What follows belongs to an exercise in optimizing a design on an open flow for small area, a short achievable clock period and few clock cycles per item; a production flow would make more cautious choices.
Where RTL was checked, it was by simulation tests only, not by an equivalence proof against the original.
Power is estimated from default activity; no workload was simulated.

==> tundra: inputs <==
Design mac_accumulator_coprocessor_top, start of the top module:
module mac_accumulator_coprocessor_top #(
    parameter int OUT_DEPTH = macc_pkg::OUT_DEPTH_DEF
) (
    input  logic                clk,
    input  logic                rst_n,
    input  logic                push,
    output logic                full,
    input  logic [145:0]        in_word,
    output logic                empty,
    input  logic                pop,
    output logic [40:0]         out_word
);
==> flow/config.mk <==
export PLATFORM = sky130hd
export DESIGN_NAME = mac_accumulator_coprocessor_top
export DESIGN_NICKNAME = mac_accumulator_coprocessor_top
export VERILOG_FILES = /design/flow/design.v
export SDC_FILE = /design/flow/constraint.sdc
export NUM_CORES = 4
export LEC_CHECK = 0
export CAP_MARGIN = 20
export CORE_MARGIN = 2
export CORE_UTILIZATION = 40
export SLEW_MARGIN = 20
==> flow/constraint.sdc <==
create_clock -name core_clock -period 10.0 [get_ports {clk}]
set_input_delay 2.0000 -clock core_clock [delete_from_list [all_inputs] [get_ports {clk}]]
set_output_delay 2.0000 -clock core_clock [all_outputs]
set_load 0.01 [all_outputs]
run.sh (not shown) runs the stock make flow with config.mk's settings and CLKGATE_MAP_FILE= SYNTH_SCRIPT=/design/flow/synth_recipe.tcl, a recipe that flattens the netlist after the stock synthesis.
==> inputs of quartz, as changes to tundra <==
==> flow/flow/run.sh (new file) <==
#!/bin/bash
# Standard layout, with timing repair asked to leave a setup margin so that
# the achieved clock period, not just the 10 ns constraint, is optimised.
set -euo pipefail
bash standard.sh SETUP_SLACK_MARGIN=6.8 finish > make_finish.log 2>&1
==> flow/standard.sh (new file) <==
#!/bin/bash
# synth_recipe.tcl (not shown) runs the flow's synth.tcl, then flattens the netlist and writes it again
# the make line also repeats each setting of config.mk as NAME=value (left out here)
make -C /OpenROAD-flow-scripts/flow DESIGN_CONFIG=/design/flow/config.mk WORK_HOME=/design/flow/orfs CLKGATE_MAP_FILE= SYNTH_SCRIPT=/design/flow/synth_recipe.tcl "${@:-finish}"
removed: flow/run.sh
==> run notes <==
- quartz ran to the end with no violations. tundra finished clean.
- Between tundra and quartz, the lower core utilization is in tundra (gap 2.5 points).
- First-iteration DRC count: tundra is lower than quartz (about 6%).
- Of quartz and tundra, quartz has the higher wire length (gap about 5.6%, measured against tundra).
- Between quartz and tundra, the lower clock power is in quartz (gap about 2%, measured against tundra).
- Flip-flop and latch count is the same in tundra and quartz.
- Between quartz and tundra, the lower final area is in tundra (gap about 5.6%, measured against tundra).
==> figures <==
metric	tundra	quartz
Total global-route track usage	0.2385	0.2479
Post-layout worst setup margin	5.959 ns	6.750 ns
Rel. slew slack	0.1458	0.3142
Comb. pwr	0.00529 W	0.00597 W
Status	no timing/DRC/antenna violations	no timing/DRC/antenna violations
Register-to-register path setup slack	5.96 ns	6.75 ns
Ant diodes	5	4
Number of vias in the routed layout	30,140	31,350
Core Util, Final	0.4563	0.4818
Critical path fanouts, max	33	7
Cell count along the critical path	9	10
Final total power	0.01171 W	0.01234 W
Amount of wire on met3 after detailed routing	12,560 um	15,740 um
Testbench counts of tundra, summed over its fixed seeds: cycles 24,024, items 24,000.
Testbench counts of quartz, summed over its fixed seeds: cycles 24,024, items 24,000.


==> run a: inputs <==
Another version of the RTL of mac_accumulator_coprocessor_top (not shown whole).
export LEC_CHECK = 0
export CAP_MARGIN = 20
export CORE_MARGIN = 2
export CORE_UTILIZATION = 55
export SLEW_MARGIN = 20
export SYNTH_HIERARCHICAL = 1
create_clock -name core_clock -period 10.0 [get_ports {clk}]
standard.sh (not shown) runs the stock make flow with config.mk's settings and CLKGATE_MAP_FILE= SYNTH_SCRIPT=/design/flow/synth_recipe.tcl, a recipe that flattens the netlist after the stock synthesis.
==> flow/flow/run.sh <==
#!/bin/bash
# Standard layout (standard synthesis included), with timing repair asked to
# keep a setup margin, so that it works on the clock period the design
# achieves rather than stopping at the 10 ns constraint.
set -euo pipefail
bash standard.sh SETUP_SLACK_MARGIN=6.7 finish > make_finish.log 2>&1
==> run b: changes against run a <==
--- a/flow/flow/run.sh
+++ b/flow/flow/run.sh
@@ -4,3 +4,3 @@
 # achieves rather than stopping at the 10 ns constraint.
 set -euo pipefail
-bash standard.sh SETUP_SLACK_MARGIN=6.7 finish > make_finish.log 2>&1
+bash standard.sh SETUP_SLACK_MARGIN=6.4 finish > make_finish.log 2>&1
==> qor summary <==
| quantity | run a | run b |
|---|---|---|
| Power density cells | 235 nW/um^2 | 238 nW/um^2 |
| Power attributed to combinational cells | 5270 uW | 5020 uW |
| Buffers and inverters on the worst path | 1 | 0 |
| Number of standard cells in the layout, taps in and fillers out | 4,727 | 4,613 |
| Final Cycle Share | 33.4% | 36.4% |
| Wire length of the first global-routing pass | 199 mm | 190 mm |
| Worst slew margin | 36.9% | 32.5% |
| Launching instance or port of the critical path | u_back.s0_b_reg[23] | u_back.s0_a_reg[31] |
| Count of buffers added by post-CTS timing repair for setup | 60 | 1 |
| Final routed wirelength across all metal layers | 137 mm | 129 mm |
| Number of stages on the worst setup path | 7 | 6 |
| Static Leak | 0.0166 uW | 0.0156 uW |
| Multi-input gate share of the layout cell area | 55.5% | 57.7% |
| Util after Layout | 64.9% | 62.1% |
| Highest net fanout along the worst path | 10 | 16 |
| Relative area of non-clock buffer cells in the final design | 7.68% | 4.55% |
| Met1 usage in global routing | 43.7% | 42.1% |
| Routed wire length on met2 | 60.9 mm | 58.6 mm |
| Placed Instance Area | 43,000 um^2 | 43,000 um^2 |
| Status | complete, no violations | complete, no violations |
| CP Capture Point | u_back.s1_cut_reg[144] | u_back.s1_cut_reg[160] |
| Sequential cell area share | 27.8% | 28.9% |
Testbench counts of run a, summed over its fixed seeds: cycles 24,024, items 24,000.
Testbench counts of run b, summed over its fixed seeds: cycles 24,024, items 24,000.


==> inputs of run R <==
Another version of the RTL of mac_accumulator_coprocessor_top (not shown whole).
Settings: LEC_CHECK=0, CAP_MARGIN=20, CORE_MARGIN=2, CORE_UTILIZATION=55, SLEW_MARGIN=20, SYNTH_HIERARCHICAL=1; clock period 10.0 ns.
==> flow/flow/run.sh <==
#!/bin/bash
# Standard layout (standard synthesis included), with timing repair asked to
# keep a setup margin, so that it works on the clock period the design
# achieves rather than stopping at the 10 ns constraint.
set -euo pipefail
bash standard.sh SETUP_SLACK_MARGIN=6.6 finish > make_finish.log 2>&1
==> run D: changes against run R <==
==> flow/flow/run.sh (replaced) <==
#!/bin/bash
# Standard layout (standard synthesis included), with timing repair asked to
# keep a setup margin, so that it works on the clock period the design
# achieves rather than stopping at the 10 ns constraint.
set -euo pipefail
bash standard.sh SETUP_SLACK_MARGIN=6.75 finish > make_finish.log 2>&1
==> qor summary <==
| quantity | run D | run R |
|---|---|---|
| Number of antenna violations at the first check in global routing | 3 | 0 |
| Cell internal pwr | 0.00610 W | 0.00611 W |
| Wire length on met1 | 47700 µm | 46200 µm |
| Switching Share | 41.1% | 41.0% |
| RD Place Congestion | 0.920 | 0.926 |
| Top layer used by detailed routing | met5 | met4 |
| Number of antenna repair diodes | 7 | 0 |
| Result of the run | no timing/DRC/antenna violations | no timing/DRC/antenna violations |
| Power in the clock group | 0.00211 W | 0.00226 W |
| DRC violation total after the first TritonRoute iteration | 3197 | 2809 |
| Final HPWL DP | 83000 µm | 83600 µm |
| Fin crit share | 32.8% | 33.9% |
| Combinational cell fraction of total power | 47.9% | 46.1% |
| Worst-case clock skew | 0.0359 ns | 0.0238 ns |
| Met1 capacity usage during global routing | 43.9% | 42.9% |
| Multi-input gate share of the layout cell area | 55.4% | 56.5% |
Testbench counts of run R, summed over its fixed seeds: cycles 24,024, items 24,000.
Testbench counts of run D, summed over its fixed seeds: cycles 24,024, items 24,000.


==> inputs of v28 <==
mac_accumulator_coprocessor_top, a different RTL version from the one above (not shown whole).
==> module macc_fifo, before the edit <==
module macc_fifo #(
    parameter int WIDTH = 41,
    parameter int DEPTH = 4
) (
    input  logic             clk,
    input  logic             rst_n,
    input  logic             push,
    input  logic [WIDTH-1:0] wr_data,
    output logic             empty,
    input  logic             pop,
    output logic [WIDTH-1:0] rd_data
);
    localparam int BD    = DEPTH - 1;
    localparam int PTR_W = (BD > 1) ? $clog2(BD) : 1;
    logic [WIDTH-1:0] head_reg;
    logic             head_valid_reg, empty_reg;
    logic [WIDTH-1:0] mem_reg [BD];
    logic [BD:1]      level_reg;             
    logic [PTR_W-1:0] wr_ptr_reg, rd_ptr_reg;
    logic             waiting, head_take, buf_push, buf_pop;
    logic [BD:1]      level_up, level_down, level_pop, level_hold;
    logic             head_valid_pop, head_valid_hold;
    assign empty    = empty_reg;
    assign rd_data  = head_reg;
    assign waiting  = level_reg[1];
    assign head_take = !head_valid_reg || pop;
    assign buf_pop   = head_take && waiting;
    assign buf_push  = push && (waiting || !head_take);
    assign level_up   = {level_reg[BD-1:1], 1'b1};
    assign level_down = {1'b0, level_reg[BD:2]};
    assign level_pop  = (waiting && !push) ? level_down : level_reg;
    assign level_hold = (head_valid_reg && push) ? level_up : level_reg;
    assign head_valid_pop  = waiting || push;
    assign head_valid_hold = head_valid_reg || push;
    always_ff @(posedge clk or negedge rst_n)
    begin
        if (!rst_n)
        begin
            head_valid_reg <= 1'b0;
            empty_reg      <= 1'b1;
            level_reg      <= '0;
            wr_ptr_reg     <= '0;
            rd_ptr_reg     <= '0;
        end
        else
        begin
            head_valid_reg <= pop ? head_valid_pop : head_valid_hold;
            empty_reg      <= !(pop ? head_valid_pop : head_valid_hold);
            level_reg      <= pop ? level_pop : level_hold;
            if (buf_push)
                wr_ptr_reg <= (wr_ptr_reg == PTR_W'(BD - 1)) ? '0 : wr_ptr_reg + 1'b1;
            if (buf_pop)
                rd_ptr_reg <= (rd_ptr_reg == PTR_W'(BD - 1)) ? '0 : rd_ptr_reg + 1'b1;
        end
    end
    always_ff @(posedge clk)
    begin
        if (head_take)
            head_reg <= waiting ? mem_reg[rd_ptr_reg] : wr_data;
        if (push)
            mem_reg[wr_ptr_reg] <= wr_data;
    end
endmodule
==> module mac_accumulator_coprocessor_top, before the edit <==
module mac_accumulator_coprocessor_top #(
    parameter int OUT_DEPTH = macc_pkg::OUT_DEPTH_DEF
) (
    input  logic                clk,
    input  logic                rst_n,
    input  logic                push,
    output logic                full,
    input  logic [145:0]        in_word,
    output logic                empty,
    input  logic                pop,
    output logic [40:0]         out_word
);
    logic [1:0]  f_kind;
    logic        f_full, f_wa31, f_g1, f_g2;
    logic [31:0] f_a, f_b;
    logic [15:0] f_alg;
    logic [7:0]  f_ahg, f_whg;
    logic             take;
    logic             res_push;
    logic [40:0]      res;
    logic [OUT_DEPTH:1] out_lvl_reg, out_up, out_down, out_taken, out_kept;
    logic               popped;
    macc_front u_front (
        .in_word (in_word),
        .kind    (f_kind),
        .full    (f_full),
        .a       (f_a),
        .b       (f_b),
        .alg     (f_alg),
        .ahg     (f_ahg),
        .whg     (f_whg),
        .wa31    (f_wa31),
        .g1      (f_g1),
        .g2      (f_g2)
    );
    assign take = push && !out_lvl_reg[OUT_DEPTH];
    assign full = out_lvl_reg[OUT_DEPTH];
    macc_back u_back (
        .clk      (clk),
        .rst_n    (rst_n),
        .in_valid (take),
        .in_kind  (f_kind),
        .in_full  (f_full),
        .in_a     (f_a),
        .in_b     (f_b),
        .in_alg   (f_alg),
        .in_ahg   (f_ahg),
        .in_whg   (f_whg),
        .in_wa31  (f_wa31),
        .in_g1    (f_g1),
        .in_g2    (f_g2),
        .res_push (res_push),
        .res      (res)
    );
    macc_fifo #(
        .WIDTH  (41),
        .DEPTH  (OUT_DEPTH)
    ) u_out_q (
        .clk     (clk),
        .rst_n   (rst_n),
        .push    (res_push),
        .wr_data (res),
        .empty   (empty),
        .pop     (pop),
        .rd_data (out_word)
    );
    assign popped    = pop && !empty;
    assign out_up    = {out_lvl_reg[OUT_DEPTH-1:1], 1'b1};
    assign out_down  = {1'b0, out_lvl_reg[OUT_DEPTH:2]};
    assign out_taken = take ? out_up : out_lvl_reg;
    assign out_kept  = take ? out_lvl_reg : out_down;
    always_ff @(posedge clk or negedge rst_n)
    begin
        if (!rst_n)
            out_lvl_reg <= '0;
        else
            out_lvl_reg <= popped ? out_kept : out_taken;
    end
endmodule
export LEC_CHECK = 0
export CAP_MARGIN = 20
export CORE_MARGIN = 2
export CORE_UTILIZATION = 60
export SLEW_MARGIN = 20
export SYNTH_HIERARCHICAL = 1
create_clock -name core_clock -period 10.0 [get_ports {clk}]
==> flow/flow/run.sh <==
#!/bin/bash
# Standard layout (standard synthesis included), with timing repair asked to
# keep a setup margin, so that it works on the clock period the design
# achieves rather than stopping at the 10 ns constraint.
set -euo pipefail
bash standard.sh SETUP_SLACK_MARGIN=6.8 finish > make_finish.log 2>&1
==> v6: changes against v28 <==
--- a/flow/design.v
+++ b/flow/design.v
@@ -27,24 +27,19 @@
     localparam int BD    = DEPTH - 1;
     localparam int PTR_W = (BD > 1) ? $clog2(BD) : 1;
+    localparam int CNT_W = $clog2(BD + 1);
     logic [WIDTH-1:0] head_reg;
-    logic             head_valid_reg, empty_reg;
+    logic             head_valid_reg;
     logic [WIDTH-1:0] mem_reg [BD];
-    logic [BD:1]      level_reg;             
+    logic [CNT_W-1:0] count_reg;
+    logic             waiting_reg;           
     logic [PTR_W-1:0] wr_ptr_reg, rd_ptr_reg;
-    logic             waiting, head_take, buf_push, buf_pop;
-    logic [BD:1]      level_up, level_down, level_pop, level_hold;
-    logic             head_valid_pop, head_valid_hold;
-    assign empty    = empty_reg;
-    assign rd_data  = head_reg;
-    assign waiting  = level_reg[1];
-    assign head_take = !head_valid_reg || pop;
-    assign buf_pop   = head_take && waiting;
-    assign buf_push  = push && (waiting || !head_take);
-    assign level_up   = {level_reg[BD-1:1], 1'b1};
-    assign level_down = {1'b0, level_reg[BD:2]};
-    assign level_pop  = (waiting && !push) ? level_down : level_reg;
-    assign level_hold = (head_valid_reg && push) ? level_up : level_reg;
-    assign head_valid_pop  = waiting || push;
-    assign head_valid_hold = head_valid_reg || push;
+    logic             head_take, buf_push, buf_pop;
+    logic [CNT_W-1:0] count_next;
+    assign empty   = !head_valid_reg;
+    assign rd_data = head_reg;
+    assign head_take  = !head_valid_reg || pop;
+    assign buf_pop    = head_take && waiting_reg;
+    assign buf_push   = push && !(head_take && !waiting_reg);
+    assign count_next = count_reg + CNT_W'(buf_push) - CNT_W'(buf_pop);
     always_ff @(posedge clk or negedge rst_n)
     begin
@@ -52,6 +47,6 @@
         begin
             head_valid_reg <= 1'b0;
-            empty_reg      <= 1'b1;
-            level_reg      <= '0;
+            count_reg      <= '0;
+            waiting_reg    <= 1'b0;
             wr_ptr_reg     <= '0;
             rd_ptr_reg     <= '0;
@@ -59,7 +54,8 @@
         else
         begin
-            head_valid_reg <= pop ? head_valid_pop : head_valid_hold;
-            empty_reg      <= !(pop ? head_valid_pop : head_valid_hold);
-            level_reg      <= pop ? level_pop : level_hold;
+            if (head_take)
+                head_valid_reg <= waiting_reg || push;
+            count_reg   <= count_next;
+            waiting_reg <= (count_next != '0);
             if (buf_push)
                 wr_ptr_reg <= (wr_ptr_reg == PTR_W'(BD - 1)) ? '0 : wr_ptr_reg + 1'b1;
@@ -71,5 +67,5 @@
     begin
         if (head_take)
-            head_reg <= waiting ? mem_reg[rd_ptr_reg] : wr_data;
+            head_reg <= waiting_reg ? mem_reg[rd_ptr_reg] : wr_data;
         if (push)
             mem_reg[wr_ptr_reg] <= wr_data;
@@ -4647,4 +4643,5 @@
     output logic [40:0]         out_word
 );
+    localparam int CNT_W = $clog2(OUT_DEPTH + 1);
     logic [1:0]  f_kind;
     logic        f_full, f_wa31, f_g1, f_g2;
@@ -4655,6 +4652,7 @@
     logic             res_push;
     logic [40:0]      res;
-    logic [OUT_DEPTH:1] out_lvl_reg, out_up, out_down, out_taken, out_kept;
-    logic               popped;
+    logic [CNT_W-1:0] out_cnt_reg, out_cnt_next;
+    logic             full_reg;
+    logic             popped;
     macc_front u_front (
         .in_word (in_word),
@@ -4670,6 +4668,6 @@
         .g2      (f_g2)
     );
-    assign take = push && !out_lvl_reg[OUT_DEPTH];
-    assign full = out_lvl_reg[OUT_DEPTH];
+    assign take = push && !full_reg;
+    assign full = full_reg;
     macc_back u_back (
         .clk      (clk),
@@ -4701,15 +4699,19 @@
         .rd_data (out_word)
     );
-    assign popped    = pop && !empty;
-    assign out_up    = {out_lvl_reg[OUT_DEPTH-1:1], 1'b1};
-    assign out_down  = {1'b0, out_lvl_reg[OUT_DEPTH:2]};
-    assign out_taken = take ? out_up : out_lvl_reg;
-    assign out_kept  = take ? out_lvl_reg : out_down;
+    assign popped       = pop && !empty;
+    assign out_cnt_next = out_cnt_reg + CNT_W'(take) - CNT_W'(popped);
     always_ff @(posedge clk or negedge rst_n)
     begin
         if (!rst_n)
-            out_lvl_reg <= '0;
+        begin
+            out_cnt_reg <= '0;
+            full_reg    <= 1'b0;
+        end
         else
-            out_lvl_reg <= popped ? out_kept : out_taken;
+        begin
+            out_cnt_reg <= out_cnt_next;
+            full_reg    <= !popped && ((out_cnt_reg == CNT_W'(OUT_DEPTH))
+                                       || ((out_cnt_reg == CNT_W'(OUT_DEPTH - 1)) && take));
+        end
     end
 endmodule
CORE_UTILIZATION = 40   (was 60)
CTS_BUF_LIST = sky130_fd_sc_hd__clkbuf_8   (was not set)
==> v24: changes against v28 <==
--- a/flow/design.v
+++ b/flow/design.v
@@ -27,24 +27,19 @@
     localparam int BD    = DEPTH - 1;
     localparam int PTR_W = (BD > 1) ? $clog2(BD) : 1;
+    localparam int CNT_W = $clog2(BD + 1);
     logic [WIDTH-1:0] head_reg;
-    logic             head_valid_reg, empty_reg;
+    logic             head_valid_reg;
     logic [WIDTH-1:0] mem_reg [BD];
-    logic [BD:1]      level_reg;             
+    logic [CNT_W-1:0] count_reg;
+    logic             waiting_reg;           
     logic [PTR_W-1:0] wr_ptr_reg, rd_ptr_reg;
-    logic             waiting, head_take, buf_push, buf_pop;
-    logic [BD:1]      level_up, level_down, level_pop, level_hold;
-    logic             head_valid_pop, head_valid_hold;
-    assign empty    = empty_reg;
-    assign rd_data  = head_reg;
-    assign waiting  = level_reg[1];
-    assign head_take = !head_valid_reg || pop;
-    assign buf_pop   = head_take && waiting;
-    assign buf_push  = push && (waiting || !head_take);
-    assign level_up   = {level_reg[BD-1:1], 1'b1};
-    assign level_down = {1'b0, level_reg[BD:2]};
-    assign level_pop  = (waiting && !push) ? level_down : level_reg;
-    assign level_hold = (head_valid_reg && push) ? level_up : level_reg;
-    assign head_valid_pop  = waiting || push;
-    assign head_valid_hold = head_valid_reg || push;
+    logic             head_take, buf_push, buf_pop;
+    logic [CNT_W-1:0] count_next;
+    assign empty   = !head_valid_reg;
+    assign rd_data = head_reg;
+    assign head_take  = !head_valid_reg || pop;
+    assign buf_pop    = head_take && waiting_reg;
+    assign buf_push   = push && !(head_take && !waiting_reg);
+    assign count_next = count_reg + CNT_W'(buf_push) - CNT_W'(buf_pop);
     always_ff @(posedge clk or negedge rst_n)
     begin
@@ -52,6 +47,6 @@
         begin
             head_valid_reg <= 1'b0;
-            empty_reg      <= 1'b1;
-            level_reg      <= '0;
+            count_reg      <= '0;
+            waiting_reg    <= 1'b0;
             wr_ptr_reg     <= '0;
             rd_ptr_reg     <= '0;
@@ -59,7 +54,8 @@
         else
         begin
-            head_valid_reg <= pop ? head_valid_pop : head_valid_hold;
-            empty_reg      <= !(pop ? head_valid_pop : head_valid_hold);
-            level_reg      <= pop ? level_pop : level_hold;
+            if (head_take)
+                head_valid_reg <= waiting_reg || push;
+            count_reg   <= count_next;
+            waiting_reg <= (count_next != '0);
             if (buf_push)
                 wr_ptr_reg <= (wr_ptr_reg == PTR_W'(BD - 1)) ? '0 : wr_ptr_reg + 1'b1;
@@ -71,5 +67,5 @@
     begin
         if (head_take)
-            head_reg <= waiting ? mem_reg[rd_ptr_reg] : wr_data;
+            head_reg <= waiting_reg ? mem_reg[rd_ptr_reg] : wr_data;
         if (push)
             mem_reg[wr_ptr_reg] <= wr_data;
@@ -4647,4 +4643,5 @@
     output logic [40:0]         out_word
 );
+    localparam int CNT_W = $clog2(OUT_DEPTH + 1);
     logic [1:0]  f_kind;
     logic        f_full, f_wa31, f_g1, f_g2;
@@ -4655,6 +4652,7 @@
     logic             res_push;
     logic [40:0]      res;
-    logic [OUT_DEPTH:1] out_lvl_reg, out_up, out_down, out_taken, out_kept;
-    logic               popped;
+    logic [CNT_W-1:0] out_cnt_reg, out_cnt_next;
+    logic             full_reg;
+    logic             popped;
     macc_front u_front (
         .in_word (in_word),
@@ -4670,6 +4668,6 @@
         .g2      (f_g2)
     );
-    assign take = push && !out_lvl_reg[OUT_DEPTH];
-    assign full = out_lvl_reg[OUT_DEPTH];
+    assign take = push && !full_reg;
+    assign full = full_reg;
     macc_back u_back (
         .clk      (clk),
@@ -4701,15 +4699,19 @@
         .rd_data (out_word)
     );
-    assign popped    = pop && !empty;
-    assign out_up    = {out_lvl_reg[OUT_DEPTH-1:1], 1'b1};
-    assign out_down  = {1'b0, out_lvl_reg[OUT_DEPTH:2]};
-    assign out_taken = take ? out_up : out_lvl_reg;
-    assign out_kept  = take ? out_lvl_reg : out_down;
+    assign popped       = pop && !empty;
+    assign out_cnt_next = out_cnt_reg + CNT_W'(take) - CNT_W'(popped);
     always_ff @(posedge clk or negedge rst_n)
     begin
         if (!rst_n)
-            out_lvl_reg <= '0;
+        begin
+            out_cnt_reg <= '0;
+            full_reg    <= 1'b0;
+        end
         else
-            out_lvl_reg <= popped ? out_kept : out_taken;
+        begin
+            out_cnt_reg <= out_cnt_next;
+            full_reg    <= !popped && ((out_cnt_reg == CNT_W'(OUT_DEPTH))
+                                       || ((out_cnt_reg == CNT_W'(OUT_DEPTH - 1)) && take));
+        end
     end
 endmodule
CORE_UTILIZATION = 40   (was 60)
==> run notes <==
* Outcome: complete, no violations
* R2R Path Start: u_back.s0_b_reg[12]
* #MultiIn Comb at 2581
* DR WL/cell at 25.6 um
* Slew @ Worst Pin at 1.13 ns
* First-pass GRT wire length at 199000 um
* Sequential logic power at 3.59 mW
* DR pass1 iterations at 6
* Initial antenna violation count at 4
# the run above: v6

==> run notes <==
* Outcome: complete, no violations
* First-pass GRT wire length at 199000 um
* Yosys cell types at 76
* R2R Path Start: u_back.s0_b_reg[18]
* Sequential logic power at 3.59 mW
* Slew @ Worst Pin at 1.11 ns
* #MultiIn Comb at 2581
* DR WL/cell at 25.9 um
* Initial antenna violation count at 2
# the run above: v24

==> run notes <==
* Outcome: complete, no violations
* Slew @ Worst Pin at 1.10 ns
* Dpl ws at 5.79 ns
* First-pass GRT wire length at 202000 um
* #MultiIn Comb at 2590
* Initial antenna violation count at 6
* R2R Path Start: u_back.s0_b_reg[3]
* Avg Inst Size Synth at 11.7 um2
* DR pass1 iterations at 6
# the run above: v28

Testbench counts of v6, summed over its fixed seeds: cycles 24,024, items 24,000.
Testbench counts of v24, summed over its fixed seeds: cycles 24,024, items 24,000.
Only the layout flow was run in v28; the RTL was not checked for function there.

[port drivers added, routing unchanged]
Ports are ideal in the flow. The routed layouts listed here were re-timed in OpenROAD. Step 1 sets driving cells, clkbuf_16 on the clock port and buf_2 on the other inputs (assumed; they add their load-dependent delay and slew). Step 2 times the ports against the registers' clock, not the clock port: input delays grow and output delays shrink by t, the midpoint of the rising clock arrivals with the driver on. a / b / c = ideal ports / drivers / drivers and shift; a / b = the first two.
run	t, ns	setup WS [ns]	worst slew at a driven data input, ns	pins driven straight from the clock port
tundra	0.716	5.959 / 5.959 / 5.399	0.07	1
quartz	0.714	6.750 / 6.724 / 6.179	0.07	1
run a	0.725	6.664 / 6.632 / 6.163	0.07	1
run b	0.710	6.361 / 6.361 / 5.988	0.06	1
run R	0.702	6.607 / 6.607 / 6.076	0.06	1
run D	0.704	6.722 / 6.683 / 6.278	0.06	1
v28	0.686	6.738 / 6.665 / 6.212	0.07	1
v6	0.829	6.658 / 6.592 / 6.145	0.06	1
v24	0.702	6.768 / 6.737 / 6.192	0.06	1
After both steps every run listed still meets setup and hold. The setup slack of v24, which loses most, moves by -0.031 ns with the drivers and by -0.576 ns with both steps.
